From an optimization exercise on the open Yosys and OpenROAD flow, aimed at small area; shortcuts taken in it are not production practice. In this exercise RTL edits were held to simulation tests only and were not proved equivalent to the original. Power and IR drop assume default switching activity.

===== flow/run.sh =====
#!/bin/bash
# synth_recipe.tcl (not shown) runs the flow's synth.tcl, then flattens the netlist and writes it again
# the make line also repeats each setting of config.mk as NAME=value (left out here)
make -C /OpenROAD-flow-scripts/flow DESIGN_CONFIG=/design/flow/config.mk WORK_HOME=/design/flow/orfs CLKGATE_MAP_FILE= SYNTH_SCRIPT=/design/flow/synth_recipe.tcl finish

===== flow/config.mk =====
export PLATFORM = sky130hd
export DESIGN_NAME = data_mem_cas
export DESIGN_NICKNAME = data_mem_cas
export VERILOG_FILES = /design/flow/design.v
export SDC_FILE = /design/flow/constraint.sdc
export NUM_CORES = 4
export LEC_CHECK = 0
export CAP_MARGIN = 20
export CORE_MARGIN = 2
export CORE_UTILIZATION = 40
export SLEW_MARGIN = 20

===== flow/constraint.sdc =====
create_clock -name core_clock -period 5.0 [get_ports {clk}]
set_input_delay 1.0000 -clock core_clock [delete_from_list [all_inputs] [get_ports {clk}]]
set_output_delay 1.0000 -clock core_clock [all_outputs]
set_load 0.01 [all_outputs]

===== flow/design.v =====
module data_mem_cas #(
  parameter int DATA_W         = 32,
  parameter int DEPTH          = 32,
  parameter int ADDR_W         = 5,
  parameter int CLEAR_ON_RESET = 1
) (
  input  logic                  clk,
  input  logic                  rst_n,
  input  logic                  rd_en,
  input  logic [ADDR_W-1:0]     rd_addr,
  output logic [DATA_W-1:0]     rd_data,
  output logic                  rd_valid,
  input  logic                  wr_en,
  input  logic [ADDR_W-1:0]     wr_addr,
  input  logic [DATA_W/8-1:0]   wr_be,
  input  logic [DATA_W-1:0]     wr_data,
  input  logic                  cas_en,
  input  logic [ADDR_W-1:0]     cas_addr,
  output logic                  cas_done,
  output logic                  cas_swapped,
  output logic                  cas_err,
  output logic                  busy
);
  localparam int                NBYTES    = DATA_W / 8;
  localparam logic [ADDR_W:0]   DEPTH_X   = (ADDR_W+1)'(DEPTH);
  localparam logic [ADDR_W:0]   CAS_LIM   = (ADDR_W+1)'(DEPTH - 1);
  localparam logic [ADDR_W-1:0] LAST_ADDR = ADDR_W'(DEPTH - 1);
  typedef enum logic [1:0] {CLEAR, IDLE, CAS_CMP, CAS_WR} state_t;
  state_t              state_reg;
  logic                busy_reg;
  logic [ADDR_W-1:0]   clr_cnt_reg;
  logic [ADDR_W-1:0]   cas_a_reg;
  logic [DATA_W-1:0]   lo_reg;
  logic [DATA_W-1:0]   hi_reg;
  logic [DATA_W-1:0]   rd_data_reg;
  logic                rd_valid_reg;
  logic                cas_done_reg;
  logic                cas_swapped_reg;
  logic                cas_err_reg;
  logic [DATA_W-1:0]   mem [DEPTH];
  logic                idle;
  logic                rd_in_range;
  logic                wr_in_range;
  logic                rd_accept;
  logic                wr_accept;
  logic                cas_legal;
  logic                bypass;
  logic                do_swap;
  logic [ADDR_W-1:0]   cas_b;
  logic [DATA_W-1:0]   rd_word;
  logic [DATA_W-1:0]   rd_merged;
  assign idle        = (state_reg == IDLE);
  assign rd_in_range = ({1'b0, rd_addr} < DEPTH_X);
  assign wr_in_range = ({1'b0, wr_addr} < DEPTH_X);
  assign cas_legal   = ({1'b0, cas_addr} < CAS_LIM);
  assign rd_accept   = idle && rd_en && !cas_en;
  assign wr_accept   = idle && wr_en && !cas_en && wr_in_range;
  assign bypass      = wr_accept && (wr_addr == rd_addr);
  assign cas_b       = cas_a_reg + ADDR_W'(1);
  assign do_swap     = (state_reg == CAS_WR) && (lo_reg > hi_reg);
  assign rd_word     = rd_in_range ? mem[rd_addr] : '0;
  generate
    for (genvar gi = 0; gi < NBYTES; gi++) begin : g_merge
      assign rd_merged[gi*8 +: 8] = (bypass && wr_be[gi]) ? wr_data[gi*8 +: 8]
                                                              : rd_word[gi*8 +: 8];
    end
  endgenerate
  always_ff @(posedge clk) begin
    if (rst_n) begin
      if (state_reg == CLEAR) begin
        mem[clr_cnt_reg] <= '0;
      end else if (do_swap) begin
        mem[cas_a_reg] <= hi_reg;
        mem[cas_b]     <= lo_reg;
      end else if (wr_accept) begin
        for (int b = 0; b < NBYTES; b++) begin
          if (wr_be[b]) begin
            mem[wr_addr][b*8 +: 8] <= wr_data[b*8 +: 8];
          end
        end
      end
    end
  end
  always_ff @(posedge clk or negedge rst_n) begin
    if (!rst_n) begin
      state_reg       <= (CLEAR_ON_RESET != 0) ? CLEAR : IDLE;
      busy_reg        <= (CLEAR_ON_RESET != 0);
      clr_cnt_reg     <= '0;
      cas_a_reg       <= '0;
      lo_reg          <= '0;
      hi_reg          <= '0;
      rd_data_reg     <= '0;
      rd_valid_reg    <= 1'b0;
      cas_done_reg    <= 1'b0;
      cas_swapped_reg <= 1'b0;
      cas_err_reg     <= 1'b0;
    end else begin
      rd_valid_reg    <= 1'b0;
      cas_done_reg    <= 1'b0;
      cas_swapped_reg <= 1'b0;
      cas_err_reg     <= 1'b0;
      case (state_reg)
        CLEAR: begin
          clr_cnt_reg <= clr_cnt_reg + ADDR_W'(1);
          if (clr_cnt_reg == LAST_ADDR) begin
            clr_cnt_reg <= '0;
            state_reg   <= IDLE;
            busy_reg    <= 1'b0;
          end
        end
        IDLE: begin
          if (cas_en) begin
            if (cas_legal) begin
              cas_a_reg <= cas_addr;
              state_reg <= CAS_CMP;
              busy_reg  <= 1'b1;
            end else begin
              cas_done_reg <= 1'b1;
              cas_err_reg  <= 1'b1;
            end
          end
          if (rd_accept) begin
            rd_data_reg  <= rd_merged;
            rd_valid_reg <= 1'b1;
          end
        end
        CAS_CMP: begin
          lo_reg    <= mem[cas_a_reg];
          hi_reg    <= mem[cas_b];
          state_reg <= CAS_WR;
        end
        CAS_WR: begin
          cas_done_reg    <= 1'b1;
          cas_swapped_reg <= (lo_reg > hi_reg);
          state_reg       <= IDLE;
          busy_reg        <= 1'b0;
        end
        default: begin
          state_reg <= IDLE;
          busy_reg  <= 1'b0;
        end
      endcase
    end
  end
  assign rd_data     = rd_data_reg;
  assign rd_valid    = rd_valid_reg;
  assign cas_done    = cas_done_reg;
  assign cas_swapped = cas_swapped_reg;
  assign cas_err     = cas_err_reg;
  assign busy        = busy_reg;
endmodule

==> run summary <==
worst paths after layout:
path	start	to	slack [ns]	depth (start not counted)
worst max register to register	lo_reg[14]$_DFFE_PN0P_	mem[20][17]$_DFFE_PP_	0.72	12
max in group asynchronous	rst_n	lo_reg[19]$_DFFE_PN0P_	3.19	3
min in group core_clock	rd_data_reg[18]$_DFFE_PN0P_	rd_data_reg[18]$_DFFE_PN0P_	0.48	2
worst min-delay path	rst_n	hi_reg[3]$_DFFE_PN0P_	0.33	2
worst min register to register	rd_data_reg[18]$_DFFE_PN0P_	rd_data_reg[18]$_DFFE_PN0P_	0.48	2
worst max-delay path	lo_reg[14]$_DFFE_PN0P_	mem[20][17]$_DFFE_PP_	0.72	12
metal layers:
metal	share of wire (%)	track usage [%]
met1	38	37.46
met2	47	44.66
met3	9.9	6.647
met4	4.8	12.28
met5	0.016	0
critical path, stage by stage (launching register included):
cell and delay [ns]:
dfrtp_1 0.36, buf_4 0.24, ha_1 0.37, nand4_1 0.32, nor3_2 0.31, o21ai_0 0.14
a31oi_1 0.31, o21ai_4 0.11, buf_12 0.21, or4_2 0.71, buf_4 0.31, o21ai_1 0.31
buf_4 0.26
placed cells by master, fill, tap and decap left out, types with 31 or more instances in the layout:
cell type / netlist / layout
buf_4: 8 / 339
clkbuf_16: 0 / 147
clkdlybuf4s50_1: 0 / 86
a21oi_1: 84 / 84
clkbuf_1: 373 / 35
edfxtp_1: 1024 / 1024
inv_1: 44 / 44
mux2_2: 989 / 989
dfrtp_1: 112 / 107
nand2_1: 170 / 170
mux4_2: 960 / 960
mux2_4: 52 / 52
buf_12: 0 / 84
ha_1: 44 / 42
o21ai_0: 213 / 87
o21ai_1: 0 / 126
mux2i_2: 0 / 31
nor2_1: 81 / 81
mux2i_1: 141 / 105
cell families (layout without fill, tap and decap cells):
kind of cell,Yosys count,after routing,synth area share (%)
xor+xnor,9,9,0.1147
simple gates,358,358,2.167
flops,1137,1137,44.62
other cells,0,2,0
mux,2145,2145,46.49
fa+ha+maj,44,44,0.7316
buf+inv,652,811,3.666
compound gates,319,319,2.205
Yosys cell counts (all sizes together) (7+ instances only):
cell / count
mux2i: 141
nor2: 81
nor3: 10
nand3: 19
ha: 44
clkbuf: 373
mux2: 1044
nand2b: 14
o21ai: 214
nand2: 170
edfxtp: 1024
nor2b: 12
a21oi: 84
mux4: 960
or4: 8
or3: 25
nand4: 7
inv: 44
buf: 235
dfrtp: 112
power by group:
group	leakage (nW)	switching (mW)	internal, mW
registers	11.3	0.771	11.6
logic	18.0	12.2	10.1
clock network	2.15	4.26	5.81
total	31.5	17.2	27.5
per-stage QoR:
step           total power, mW  utilization [%]  hold slack (ns)  area (µm²)  setup WS (ns)
2_1_floorplan            27.16                -           0.5066       75250          1.241
3_3_place_gp             34.45            43.35           0.4675       81240         0.4065
3_5_place_dp             34.59            43.35           0.4696       81240         0.4333
4_1_cts                  44.70            45.71           0.2989       85660         0.7577
5_1_grt                  46.31            45.72           0.3289       85680         0.6642
6_report                 44.76            45.72           0.3309       85690         0.7191
final cells by class:
class	count	area, µm²
inverters	44	165.2
multi-input cells	2875	39210
diodes	2	5.005
repair buffers	514	5167
clock buffers	189	3895
well taps	2495	3122
fillers	16330	101700
flip-flops and latches	1137	33600
clock inverters	64	525.5
==> summary.txt <==
Run status
  • Status: no timing/DRC/antenna violations

Floorplan
  • Core area: 0.1874 mm²
  • Chip height: 437.7 µm
  • Rows: approximately 160
  • IO Pins: 93
  • Initial Utilization: between 40% and 50%
  • Die Wd: 437.7 µm
  • Die footprint: approximately 0.19 mm²

Synth
  • #FFs+latches synth: 1137
  • Largest area contributor in the netlist: edfxtp_1
  • Synth warn: 1
  • Syn_area_per_cell: 16.13 µm²
  • Register area share after synthesis: 44.62%
  • Ys async rst share: 9.938%
  • Synthesized cell area: 0.07525 mm²
  • Number of synthesized flops with an enable pin: a little over 1000
  • Top cell type's share of synthesized area: ~41%
  • Ranking of synthesized cells by area: edfxtp_1, mux4_2, mux2_2
  • Synthesized Nets: 4764
  • Synth Flop Type: edfxtp_1
  • Synth Instances: 4664
  • Cell variety after synth: 51

Clock network
  • Worst-skew pair later-pin latency: 0.82 ns
  • Resized cells post-CTS: 0
  • Buffer count from post-CTS setup fixing: 0
  • Clock Root Buffer: clkbuf_16
  • Clk sinks: about 1100
  • TritonCTS clock tree: done
  • Clock transition at the registers of the reported paths: 0.06 ns
  • Inserted Clock Buffers: 138
  • Clk buf depth: 3
  • CTS Hold Bufs: 0
  • H-tree lvl count: 4

GRT
  • Vias in the first global route: 49010
  • Grt total ovfl: 0
  • Antenna violations before repair: 4
  • First-pass GRT wire length: ~380 mm
  • Pin count of the biggest net entering global routing: roughly 120
  • GRT Total Usage: 28.30%

Place
  • DP Wirelength: 179.2 mm
  • Placed cells: 7064
  • Routability Congestion: 0.9023
  • PortBufs: 92

Job
  • Max cap viols: 0

STA
  • Fin. Hold Viols: 0
  • Final setup violation count: 0
  • Max frequency: approximately 230 MHz
  • RSZ-0062 raised after global routing: no
  • Setup_tns: 0 ns
  • Slew HR: 26.89%
  • Worst Max-Slew Pin Slew: around 1.1 ns
  • Tcrit/Tclk final: 85.62%
  • Minimum clock period: 4.281 ns
  • Slew Limit Fails: 0
  • Clk_skew: between 0.02 and 0.03 ns

Setup path
  • CP Capture Type: flip-flop
  • Critical Path Fanout Max: 38
  • CP required: 5.51 ns
  • Critical Path AT: 4.79 ns
  • CP startpoint kind: flip-flop
  • Crit path kind: flip-flop to flip-flop

Detailed routing
  • Number of vias per cell: 6.694
  • 1st-iter DRT viols: 6931
  • DRT Pass-1 Iters: 5
  • # DRC: 0
  • Routed len/inst: 37.16 µm
  • Via count: 49000
  • DRT antenna net count: 0
  • Total length of routed wires: 272.0 mm

Final layout
  • Max reg flops: a little over 1000
  • Layout cells sized above 1: 56.27%
  • Post-Layout Cell Count: 7320
  • Area Growth Syn to Fin: 13.87%
  • Largest Register: mem
  • Final #Nets: 4810

Pwr
  • PwrDens: 522.4 mW/mm²
  • Peak supply drop: 0.5204 mV
  • Leakage: 31.45 nW

Hold path
  • Hold Crit Class: primary input to asynchronous set/reset pin

[static timing again, ports no longer ideal]
How much do the figures lean on ideal ports? The routed layout below was timed once more, with nothing changed but the port constraints. Step 1 assumes that a clkbuf_16 drives the clock port and a buf_2 every other input. Step 2, shift: input delay + t, output delay - t, t = (earliest + latest rising clock arrival at the registers) / 2. This alone moves slack from input paths to output paths. Slacks: ideal ports / drivers / drivers and shift; pairs: ideal ports / drivers.
shift t [ns]: 0.891
setup slack, ns: 0.719 / 0.719 / 0.355
clock arrival spread, ns: 0.030 / 0.029
After both steps setup and hold are still met in this run. The setup slack of this run moves by 0.000 ns with the drivers and by -0.364 ns with both steps.
